Context: an optimization exercise on an open-source flow, tuned for small area, a short achievable clock period and few clock cycles per item. The choices shown serve that exercise and are no tape-out recipe.
Where RTL was checked, it was by simulation tests only, not by an equivalence proof against the original.
Power is estimated from default activity; no workload was simulated.

==> module gtod_nmea_parser, before the edit <==
module gtod_nmea_parser (
  input  wire logic           clk,
  input  wire logic           rst_n,
  input  wire logic           byte_valid,
  input  wire logic [7:0]     rx_byte,
  input  wire logic [4:0]     utc_offset,
  output gtod_pkg::load_t     load
);
  localparam logic [1:0] ST_SCAN = 2'd0;   
  localparam logic [1:0] ST_G    = 2'd1;   
  localparam logic [1:0] ST_GA   = 2'd2;   
  localparam logic [1:0] ST_CAPT = 2'd3;   
  logic [2:0] idx_r;    
  logic [1:0] st_r;
  logic [4:0] p0_r;     
  logic [5:0] p1_r;     
  logic [9:0] p2_r;     
  logic       is_comma;
  logic [8:0] tens;
  logic [5:0] pair;
  logic [5:0] secs;
  logic [6:0] h_sum;
  logic [4:0] hh;
  assign is_comma = rx_byte == gtod_pkg::CHAR_COMMA;
  always_comb begin
    if (rx_byte <= 8'd27) begin
      tens = 9'd0;
    end else if (rx_byte >= 8'd59) begin
      tens = 9'd318;
    end else begin
      tens = 9'd0;
      for (int v = 28; v <= 58; v++) begin
        if (rx_byte[5:0] == 6'(v)) begin
          tens = tens | 9'(10 * v - 272);
        end
      end
    end
  end
  function automatic logic [5:0] pair_clamp(input logic [9:0] sum, input logic [5:0] top);
    logic [5:0] r;
    if (sum[9:8] == 2'd0) begin
      r = 6'd0;
    end else if (sum[9] || sum[7:0] > {2'b0, top}) begin
      r = top;
    end else begin
      r = sum[5:0];
    end
    pair_clamp = r;
  endfunction
  assign pair = pair_clamp(p2_r, (idx_r[2:1] == 2'd1) ? 6'd23 : 6'd59);
  assign secs = pair_clamp(p2_r, 6'd59);
  always_comb begin
    h_sum = {2'b0, p0_r} + {{2{utc_offset[4]}}, utc_offset} + 7'd24;
    if (h_sum >= 7'd48) begin
      hh = 5'(h_sum - 7'd48);
    end else if (h_sum >= 7'd24) begin
      hh = 5'(h_sum - 7'd24);
    end else begin
      hh = h_sum[4:0];
    end
  end
  assign load.valid       = byte_valid && idx_r == 3'd6;
  assign load.tod.hours   = hh;
  assign load.tod.minutes = p1_r;
  assign load.tod.seconds = secs;
  always_ff @(posedge clk) begin
    if (!rst_n) begin
      idx_r <= 3'd0;
      st_r  <= ST_SCAN;
    end else if (byte_valid && idx_r != 3'd7) begin
      if (idx_r == 3'd6) begin
        idx_r <= 3'd7;
      end else if (st_r == ST_CAPT) begin
        if (is_comma) begin
          st_r <= ST_SCAN;
        end
        idx_r <= idx_r + 3'd1;
      end else if (st_r == ST_GA && is_comma) begin
        st_r  <= ST_CAPT;
        idx_r <= 3'd0;
      end else if (rx_byte == gtod_pkg::CHAR_G) begin
        st_r <= ST_G;
      end else if (st_r == ST_G && rx_byte == gtod_pkg::CHAR_A) begin
        st_r <= ST_GA;
      end else begin
        st_r <= ST_SCAN;
      end
    end
  end
  always_ff @(posedge clk) begin
    if (byte_valid && idx_r[2:1] != 2'd3 && st_r == ST_CAPT) begin
      if (!idx_r[0]) begin
        p0_r <= p1_r[4:0];
        p1_r <= pair;
        p2_r <= {1'b0, tens};
      end else begin
        p2_r <= p2_r + {2'b0, rx_byte};
      end
    end
  end
endmodule
==> module gps_synced_time_of_day_clock_top, before the edit <==
module gps_synced_time_of_day_clock_top (
  input  wire logic        clk,
  input  wire logic        rst_n,
  input  wire logic        in_tvalid,
  output logic             in_tready,
  input  wire logic [7:0]  in_tdata,    
  input  wire logic [1:0]  in_tuser,    
  output logic             out_tvalid,
  input  wire logic        out_tready,
  output logic [79:0]      out_tdata,
  input  wire logic        cfg_psel,
  input  wire logic        cfg_penable,
  input  wire logic        cfg_pwrite,
  input  wire logic [2:0]  cfg_paddr,
  input  wire logic [31:0] cfg_pwdata,
  output logic [31:0]      cfg_prdata,
  output logic             cfg_pready
);
  logic            in_valid_r;
  gtod_pkg::op_t   in_op_r;
  logic [7:0]      in_byte_r;
  logic [4:0]      utc_offset_r;
  logic [7:0]      report_interval_r;
  logic [7:0]      rdata_r;
  logic            advance;
  logic            out_valid_nxt;
  logic            cfg_wr;
  gtod_pkg::load_t load;
  assign cfg_pready = 1'b1;
  assign cfg_wr     = cfg_psel && cfg_penable && cfg_pwrite;
  assign advance    = in_valid_r;
  always_ff @(posedge clk) begin
    in_tready <= rst_n && !out_valid_nxt
                 && !(in_tvalid && in_tready && in_tuser == gtod_pkg::OP_PPS);
  end
  always_ff @(posedge clk) begin
    rdata_r <= cfg_paddr[2] ? report_interval_r : {3'd0, utc_offset_r};
  end
  assign cfg_prdata = {24'd0, rdata_r};
  always_ff @(posedge clk) begin
    if (!rst_n) begin
      utc_offset_r      <= gtod_pkg::UTC_OFFSET_RESET;
      report_interval_r <= gtod_pkg::REPORT_INTERVAL_RESET;
    end else if (cfg_wr) begin
      if (!cfg_paddr[2]) begin
        utc_offset_r <= cfg_pwdata[4:0];
      end else begin
        report_interval_r <= cfg_pwdata[7:0];
      end
    end
  end
  always_ff @(posedge clk) begin
    in_valid_r <= rst_n && in_tvalid && in_tready;
  end
  always_ff @(posedge clk) begin
    in_op_r   <= gtod_pkg::op_t'(in_tuser);
    in_byte_r <= in_tdata;
  end
  gtod_nmea_parser u_parser (
    .clk        (clk),
    .rst_n      (rst_n),
    .byte_valid (advance && in_op_r == gtod_pkg::OP_BYTE),
    .rx_byte    (in_byte_r),
    .utc_offset (utc_offset_r),
    .load       (load)
  );
  gtod_clock_core u_core (
    .clk             (clk),
    .rst_n           (rst_n),
    .evt_valid       (advance),
    .evt_op          (in_op_r),
    .load            (load),
    .report_interval (report_interval_r),
    .res_valid       (out_tvalid),
    .res_valid_nxt   (out_valid_nxt),
    .res_ready       (out_tready),
    .res_data        (out_tdata)
  );
endmodule
export LEC_CHECK = 0
export ABC_AREA = 1
export CAP_MARGIN = 20
export CORE_MARGIN = 2
export CORE_UTILIZATION = 40
export CTS_BUF_LIST = sky130_fd_sc_hd__clkbuf_8
export SETUP_SLACK_MARGIN = 4.58
export SLEW_MARGIN = 20
create_clock -name core_clock -period 7.0 [get_ports {clk}]
standard.sh (not shown) runs the stock make flow with config.mk's settings and CLKGATE_MAP_FILE= SYNTH_SCRIPT=/design/flow/synth_recipe.tcl, a recipe that flattens the netlist after the stock synthesis.
==> flow/flow/run.sh <==
#!/bin/bash
# Standard layout with two changes: plain buf_1 cells as port buffers (instead of the
# default delay buffers), and a clock tree of clkbuf_8 cells under a clkbuf_16 root,
# without dummy loads. ORFS writes each step's log under orfs/logs; standard.log has the rest.
set -euo pipefail
export BUFFER_PORTS_ARGS="-buffer_cell sky130_fd_sc_hd__buf_1"
export CTS_ARGS="-sink_clustering_enable -repair_clock_nets -dont_use_dummy_load -buf_list sky130_fd_sc_hd__clkbuf_8 -root_buf sky130_fd_sc_hd__clkbuf_16"
bash standard.sh > standard.log 2>&1
Next try:
--- a/flow/design.v
+++ b/flow/design.v
@@ -48,4 +48,5 @@
   logic [6:0] h_sum;
   logic [4:0] hh;
+  logic [4:0] hload_r;  
   assign is_comma = rx_byte == gtod_pkg::CHAR_COMMA;
   always_comb begin
@@ -87,5 +88,8 @@
   end
   assign load.valid       = byte_valid && idx_r == 3'd6;
-  assign load.tod.hours   = hh;
+  always_ff @(posedge clk) begin
+    hload_r <= hh;
+  end
+  assign load.tod.hours   = hload_r;
   assign load.tod.minutes = p1_r;
   assign load.tod.seconds = secs;
@@ -282,5 +286,6 @@
   always_ff @(posedge clk) begin
     in_tready <= rst_n && !out_valid_nxt
-                 && !(in_tvalid && in_tready && in_tuser == gtod_pkg::OP_PPS);
+                 && !(in_tvalid && in_tready && in_tuser == gtod_pkg::OP_PPS)
+                 && !(cfg_psel && !cfg_penable && cfg_pwrite);
   end
   always_ff @(posedge clk) begin
What happened: The new run produced a clean layout. Design area decreases by a few percent. Power climbs slightly. Area after synthesis is about the same. Routed wire length decreases by a few percent. Hold slack is worse by 0.027 ns. Via count fell by a few percent. Combinational power goes down by roughly a tenth. Cell count fell slightly. Sequential power climbs by a few percent. Non-clock buffer count shrinks by 15. Die area stays flat.
Testbench counts after the change, summed over its fixed seeds: cycles 78,482, items 78,338.
For the first run of this note, only the layout was checked, not whether the RTL still works.

========
Setup of the baseline:
The RTL this note starts from:
==> flow/design.v <==
`timescale 1ns / 1ps
`default_nettype none
package gtod_pkg;
  typedef enum logic [1:0] {
    OP_TICK = 2'd0,
    OP_PPS  = 2'd1,
    OP_BYTE = 2'd2
  } op_t;
  typedef struct packed {
    logic [4:0] hours;
    logic [5:0] minutes;
    logic [5:0] seconds;
  } hms_t;
  typedef struct packed {
    logic valid;
    hms_t tod;
  } load_t;
  localparam logic [7:0] CHAR_G     = 8'h47;
  localparam logic [7:0] CHAR_A     = 8'h41;
  localparam logic [7:0] CHAR_COMMA = 8'h2C;
  localparam logic [4:0] UTC_OFFSET_RESET      = 5'd1;
  localparam logic [7:0] REPORT_INTERVAL_RESET = 8'd5;
endpackage
`default_nettype wire
`timescale 1ns / 1ps
`default_nettype none
module gtod_nmea_parser (
  input  wire logic           clk,
  input  wire logic           rst_n,
  input  wire logic           byte_valid,
  input  wire logic [7:0]     rx_byte,
  input  wire logic [4:0]     utc_offset,
  output gtod_pkg::load_t     load
);
  localparam logic [1:0] ST_SCAN = 2'd0;   
  localparam logic [1:0] ST_G    = 2'd1;   
  localparam logic [1:0] ST_GA   = 2'd2;   
  localparam logic [1:0] ST_CAPT = 2'd3;   
  logic [2:0] idx_r;    
  logic [1:0] st_r;
  logic [4:0] p0_r;     
  logic [5:0] p1_r;     
  logic [5:0] p2_r;     
  logic       is_comma;
  logic [5:0] tens;
  logic [9:0] psum;
  logic [5:0] pair_top;
  logic [5:0] pair;
  logic [6:0] h_sum;
  logic [4:0] hh;
  assign is_comma = rx_byte == gtod_pkg::CHAR_COMMA;
  always_comb begin
    if (rx_byte < 8'd27) begin
      tens = 6'd0;
    end else if (rx_byte > 8'd59) begin
      tens = 6'd32;
    end else begin
      tens = 6'(rx_byte - 8'd27);
    end
  end
  always_comb begin
    pair_top = (idx_r[2:1] == 2'd0) ? 6'd23 : 6'd59;
    psum     = {1'b0, p2_r, 3'b0} + {3'b0, p2_r, 1'b0} + {2'b0, rx_byte};
    if (psum < 10'd258) begin
      pair = 6'd0;
    end else if (psum > 10'd258 + {4'b0, pair_top}) begin
      pair = pair_top;
    end else begin
      pair = 6'(psum - 10'd258);
    end
  end
  always_comb begin
    h_sum = {2'b0, p0_r} + {{2{utc_offset[4]}}, utc_offset} + 7'd24;
    if (h_sum >= 7'd48) begin
      hh = 5'(h_sum - 7'd48);
    end else if (h_sum >= 7'd24) begin
      hh = 5'(h_sum - 7'd24);
    end else begin
      hh = h_sum[4:0];
    end
  end
  assign load.valid       = byte_valid && idx_r == 3'd6;
  assign load.tod.hours   = hh;
  assign load.tod.minutes = p1_r;
  assign load.tod.seconds = p2_r;
  always_ff @(posedge clk) begin
    if (!rst_n) begin
      idx_r <= 3'd0;
      st_r  <= ST_SCAN;
    end else if (byte_valid && idx_r != 3'd7) begin
      if (idx_r == 3'd6) begin
        idx_r <= 3'd7;
      end else if (st_r == ST_CAPT) begin
        if (is_comma) begin
          st_r <= ST_SCAN;
        end
        idx_r <= idx_r + 3'd1;
      end else if (st_r == ST_GA && is_comma) begin
        st_r  <= ST_CAPT;
        idx_r <= 3'd0;
      end else if (rx_byte == gtod_pkg::CHAR_G) begin
        st_r <= ST_G;
      end else if (st_r == ST_G && rx_byte == gtod_pkg::CHAR_A) begin
        st_r <= ST_GA;
      end else begin
        st_r <= ST_SCAN;
      end
    end
  end
  always_ff @(posedge clk) begin
    if (byte_valid && idx_r[2:1] != 2'd3 && st_r == ST_CAPT) begin
      if (!idx_r[0]) begin
        p0_r <= p1_r[4:0];
        p1_r <= p2_r;
        p2_r <= tens;
      end else begin
        p2_r <= pair;
      end
    end
  end
endmodule
`default_nettype wire
`timescale 1ns / 1ps
`default_nettype none
module gtod_clock_core (
  input  wire logic             clk,
  input  wire logic             rst_n,
  input  wire logic             evt_valid,
  input  wire gtod_pkg::op_t    evt_op,
  input  wire gtod_pkg::load_t  load,
  input  wire logic [7:0]       report_interval,
  output logic                  res_valid,
  output logic                  res_valid_nxt,
  input  wire logic             res_ready,
  output logic [79:0]           res_data
);
  logic            running_r;
  gtod_pkg::hms_t  board_r;
  logic [9:0]      board_ms_r;
  gtod_pkg::hms_t  gps_r;
  logic [31:0]     acc_r;       
  logic [7:0]      phase_r;
  logic            pend_r;
  logic            tick;
  logic            pps;
  logic            ms_wrap;
  logic            take;
  function automatic gtod_pkg::hms_t add_second(input gtod_pkg::hms_t t);
    gtod_pkg::hms_t r;
    logic s_top, m_top, h_top;
    s_top = &{t.seconds[5:3], t.seconds[1:0]};
    m_top = &{t.minutes[5:3], t.minutes[1:0]};
    h_top = t.hours[4] && (&t.hours[2:0]);
    r.seconds = s_top ? 6'd0 : t.seconds + 6'd1;
    r.minutes = !s_top ? t.minutes : m_top ? 6'd0 : t.minutes + 6'd1;
    r.hours   = !(s_top && m_top) ? t.hours : h_top ? 5'd0 : t.hours + 5'd1;
    add_second = r;
  endfunction
  assign tick    = evt_valid && evt_op == gtod_pkg::OP_TICK && running_r;
  assign pps     = evt_valid && evt_op == gtod_pkg::OP_PPS;
  assign ms_wrap = &{board_ms_r[9:5], board_ms_r[2:0]};
  assign take    = pend_r && res_ready;
  assign res_valid = pend_r;
  assign res_valid_nxt = rst_n && (pps && phase_r == 8'd0 || pend_r && !res_ready);
  assign res_data  = {4'b0, acc_r, gps_r.seconds, gps_r.minutes, gps_r.hours, board_ms_r,
                      board_r.seconds, board_r.minutes, board_r.hours};
  always_ff @(posedge clk) begin
    if (!rst_n) begin
      running_r  <= 1'b0;
      board_r    <= '0;
      board_ms_r <= 10'd0;
      gps_r      <= '0;
      acc_r      <= 32'd0;
      phase_r    <= 8'd0;
      pend_r     <= 1'b0;
    end else begin
      if (tick) begin
        board_ms_r <= ms_wrap ? 10'd0 : board_ms_r + 10'd1;
        if (ms_wrap) begin
          board_r <= add_second(board_r);
        end
      end
      if (tick) begin
        acc_r <= acc_r - 32'd1;
      end else if (pps && running_r) begin
        acc_r <= acc_r + 32'd1000;
      end else if (take) begin
        acc_r <= 32'd0;
      end
      if (pps) begin
        running_r <= 1'b1;
        gps_r     <= add_second(gps_r);
        phase_r   <= ({1'b0, phase_r} + 9'd1 >= {1'b0, report_interval}) ? 8'd0
                                                                       : phase_r + 8'd1;
      end
      pend_r <= res_valid_nxt;
      if (load.valid) begin
        board_r <= load.tod;
        gps_r   <= load.tod;
      end
    end
  end
endmodule
`default_nettype wire
`timescale 1ns / 1ps
`default_nettype none
module gps_synced_time_of_day_clock_top (
  input  wire logic        clk,
  input  wire logic        rst_n,
  input  wire logic        in_tvalid,
  output logic             in_tready,
  input  wire logic [7:0]  in_tdata,    
  input  wire logic [1:0]  in_tuser,    
  output logic             out_tvalid,
  input  wire logic        out_tready,
  output logic [79:0]      out_tdata,
  input  wire logic        cfg_psel,
  input  wire logic        cfg_penable,
  input  wire logic        cfg_pwrite,
  input  wire logic [2:0]  cfg_paddr,
  input  wire logic [31:0] cfg_pwdata,
  output logic [31:0]      cfg_prdata,
  output logic             cfg_pready
);
  logic            in_valid_r;
  gtod_pkg::op_t   in_op_r;
  logic [7:0]      in_byte_r;
  logic [4:0]      utc_offset_r;
  logic [7:0]      report_interval_r;
  logic            rd_sel_r;
  logic            advance;
  logic            in_valid_nxt;
  logic            out_valid_nxt;
  logic            cfg_wr;
  gtod_pkg::load_t load;
  assign cfg_pready = 1'b1;
  assign cfg_wr     = cfg_psel && cfg_penable && cfg_pwrite;
  assign advance    = in_valid_r && !out_tvalid;
  assign in_valid_nxt = rst_n && (in_tvalid || !in_tready);
  always_ff @(posedge clk) begin
    in_tready <= !(in_valid_nxt && out_valid_nxt);
  end
  always_ff @(posedge clk) begin
    rd_sel_r <= cfg_paddr[2];
  end
  assign cfg_prdata = rd_sel_r ? {24'd0, report_interval_r} : {27'd0, utc_offset_r};
  always_ff @(posedge clk) begin
    if (!rst_n) begin
      utc_offset_r      <= gtod_pkg::UTC_OFFSET_RESET;
      report_interval_r <= gtod_pkg::REPORT_INTERVAL_RESET;
    end else if (cfg_wr) begin
      if (!cfg_paddr[2]) begin
        utc_offset_r <= cfg_pwdata[4:0];
      end else begin
        report_interval_r <= cfg_pwdata[7:0];
      end
    end
  end
  always_ff @(posedge clk) begin
    in_valid_r <= in_valid_nxt;
  end
  always_ff @(posedge clk) begin
    if (in_tready) begin
      in_op_r   <= gtod_pkg::op_t'(in_tuser);
      in_byte_r <= in_tdata;
    end
  end
  gtod_nmea_parser u_parser (
    .clk        (clk),
    .rst_n      (rst_n),
    .byte_valid (advance && in_op_r == gtod_pkg::OP_BYTE),
    .rx_byte    (in_byte_r),
    .utc_offset (utc_offset_r),
    .load       (load)
  );
  gtod_clock_core u_core (
    .clk             (clk),
    .rst_n           (rst_n),
    .evt_valid       (advance),
    .evt_op          (in_op_r),
    .load            (load),
    .report_interval (report_interval_r),
    .res_valid       (out_tvalid),
    .res_valid_nxt   (out_valid_nxt),
    .res_ready       (out_tready),
    .res_data        (out_tdata)
  );
endmodule
`default_nettype wire
make LEC_CHECK=0 ABC_AREA=1 CAP_MARGIN=20 CORE_MARGIN=2 CORE_UTILIZATION=40 SETUP_SLACK_MARGIN=4.5 SLEW_MARGIN=20 finish   # period 7.0 ns
run.sh (not shown) runs the stock make flow with config.mk's settings and CLKGATE_MAP_FILE= SYNTH_SCRIPT=/design/flow/synth_recipe.tcl, a recipe that flattens the netlist after the stock synthesis.
Stock flow here: none of the scripts above is used.
Input changes introduced in the candidate (baseline for comparison: the baseline):
-- flow/design.v --
<<< the baseline, line 41
  logic [4:0] p0_r;     
  logic [5:0] p1_r;     
  logic [5:0] p2_r;     
  logic       is_comma;
  logic [5:0] tens;
  logic [9:0] psum;
  logic [5:0] pair_top;
>>> the candidate, line 41
  logic [4:0] p0_r;     
  logic [5:0] p1_r;     
  logic [8:0] p2_r;     
  logic       is_comma;
  logic [8:0] tens;
  logic [9:0] psum;
  logic [5:0] pair_top;
<<< the baseline, line 49
  logic [6:0] h_sum;
  logic [4:0] hh;
  assign is_comma = rx_byte == gtod_pkg::CHAR_COMMA;
  always_comb begin
    if (rx_byte < 8'd27) begin
      tens = 6'd0;
    end else if (rx_byte > 8'd59) begin
      tens = 6'd32;
    end else begin
      tens = 6'(rx_byte - 8'd27);
    end
  end
  always_comb begin
    pair_top = (idx_r[2:1] == 2'd0) ? 6'd23 : 6'd59;
    psum     = {1'b0, p2_r, 3'b0} + {3'b0, p2_r, 1'b0} + {2'b0, rx_byte};
    if (psum < 10'd258) begin
      pair = 6'd0;
    end else if (psum > 10'd258 + {4'b0, pair_top}) begin
      pair = pair_top;
    end else begin
      pair = 6'(psum - 10'd258);
    end
  end
>>> the candidate, line 49
  logic [6:0] h_sum;
  logic [4:0] hh;
  logic [4:0] hload_r;  
  assign is_comma = rx_byte == gtod_pkg::CHAR_COMMA;
  always_comb begin
    if (rx_byte <= 8'd27) begin
      tens = 9'd0;
    end else if (rx_byte >= 8'd59) begin
      tens = 9'd318;
    end else begin
      tens = 9'({rx_byte, 3'b0} + {1'b0, rx_byte, 1'b0} - 11'd272);
    end
  end
  always_comb begin
    pair_top = (idx_r[2:1] == 2'd0) ? 6'd23 : 6'd59;
    psum     = {1'b0, p2_r} + {2'b0, rx_byte};
    if (psum[9:8] == 2'd0) begin
      pair = 6'd0;
    end else if (psum[9] || psum[7:0] > {2'b0, pair_top}) begin
      pair = pair_top;
    end else begin
      pair = psum[5:0];
    end
  end
<<< the baseline, line 81
  end
  assign load.valid       = byte_valid && idx_r == 3'd6;
  assign load.tod.hours   = hh;
  assign load.tod.minutes = p1_r;
  assign load.tod.seconds = p2_r;
  always_ff @(posedge clk) begin
    if (!rst_n) begin
>>> the candidate, line 82
  end
  assign load.valid       = byte_valid && idx_r == 3'd6;
  always_ff @(posedge clk) begin
    hload_r <= hh;
  end
  assign load.tod.hours   = hload_r;
  assign load.tod.minutes = p1_r;
  assign load.tod.seconds = p2_r[5:0];
  always_ff @(posedge clk) begin
    if (!rst_n) begin
<<< the baseline, line 112
      if (!idx_r[0]) begin
        p0_r <= p1_r[4:0];
        p1_r <= p2_r;
        p2_r <= tens;
      end else begin
        p2_r <= pair;
      end
    end
>>> the candidate, line 116
      if (!idx_r[0]) begin
        p0_r <= p1_r[4:0];
        p1_r <= p2_r[5:0];
        p2_r <= tens;
      end else begin
        p2_r <= {3'b0, pair};
      end
    end
<<< the baseline, line 229
  logic [7:0]      report_interval_r;
  logic            rd_sel_r;
  logic            advance;
  logic            in_valid_nxt;
>>> the candidate, line 233
  logic [7:0]      report_interval_r;
  logic            rd_sel_r;
  logic            wrote_r;
  logic            advance;
  logic            in_valid_nxt;
<<< the baseline, line 236
  assign cfg_pready = 1'b1;
  assign cfg_wr     = cfg_psel && cfg_penable && cfg_pwrite;
  assign advance    = in_valid_r && !out_tvalid;
  assign in_valid_nxt = rst_n && (in_tvalid || !in_tready);
  always_ff @(posedge clk) begin
    in_tready <= !(in_valid_nxt && out_valid_nxt);
  end
  always_ff @(posedge clk) begin
>>> the candidate, line 241
  assign cfg_pready = 1'b1;
  assign cfg_wr     = cfg_psel && cfg_penable && cfg_pwrite;
  assign advance    = in_valid_r && !out_tvalid && !wrote_r;
  assign in_valid_nxt = rst_n && (in_tvalid || !in_tready);
  always_ff @(posedge clk) begin
    in_tready <= !(in_valid_nxt && (out_valid_nxt || cfg_wr));
    wrote_r   <= cfg_wr;
  end
  always_ff @(posedge clk) begin
Notes after the runs:
Taking the baseline as the reference, in the candidate fraction of area in multi-input gates now larger, routed metal-1 wirelength has increased. Between the baseline and the candidate, the flow reports cell count increasing by a little under 10%. When the final numbers for the baseline and the candidate were put side by side, the share of power burned in registers turned out to be smaller in the baseline. From the baseline to the candidate the numbers moved as follows: number of sinks on the clock net grew by about 7%, synthesized instance count picked up an extra 127, post-route cell area now larger, placed instance area grew by about 6%, area after synthesis +about 7%. [compare] base=the baseline new=the candidate: critical path depth lower; sequential share of layout area higher; sequential cell area fraction in the yosys report roughly the same; worst setup slack after layout higher. Sort the baseline and the candidate by placer's final routability congestion estimate, ascending, and the candidate comes first.
No run of this note included a check of the RTL's function; only the layout flow was run.

==> what the ideal ports hide <==
In the flow no input, the clock included, has a driving cell. The finished layouts below were timed again as built, in two steps. Step 1: set_driving_cell puts a clkbuf_16 on clk and a buf_2 on each other input, an assumption about the parent block. Step 2 times the ports against the registers' clock, not the clock port: input delays grow and output delays shrink by t, the midpoint of the rising clock arrivals with the driver on. Three values: ideal ports, drivers, drivers and shift; two values: the first two.
run | shift t [ns] | setup slack, ns | worst slew at a driven data input, ns
the first run of note 1 | 0.417 | 4.585 / 4.566 / 4.269 | 0.04
the second run of note 1 | 0.405 | 4.620 / 4.574 / 4.269 | 0.07
the baseline | 0.464 | 4.022 / 4.022 / 4.022 | 0.05
the candidate | 0.471 | 4.327 / 4.280 / 4.181 | 0.05
After both steps every run listed still meets setup and hold. The setup slack of the second run of note 1, which loses most, moves by -0.046 ns with the drivers and by -0.351 ns with both steps.
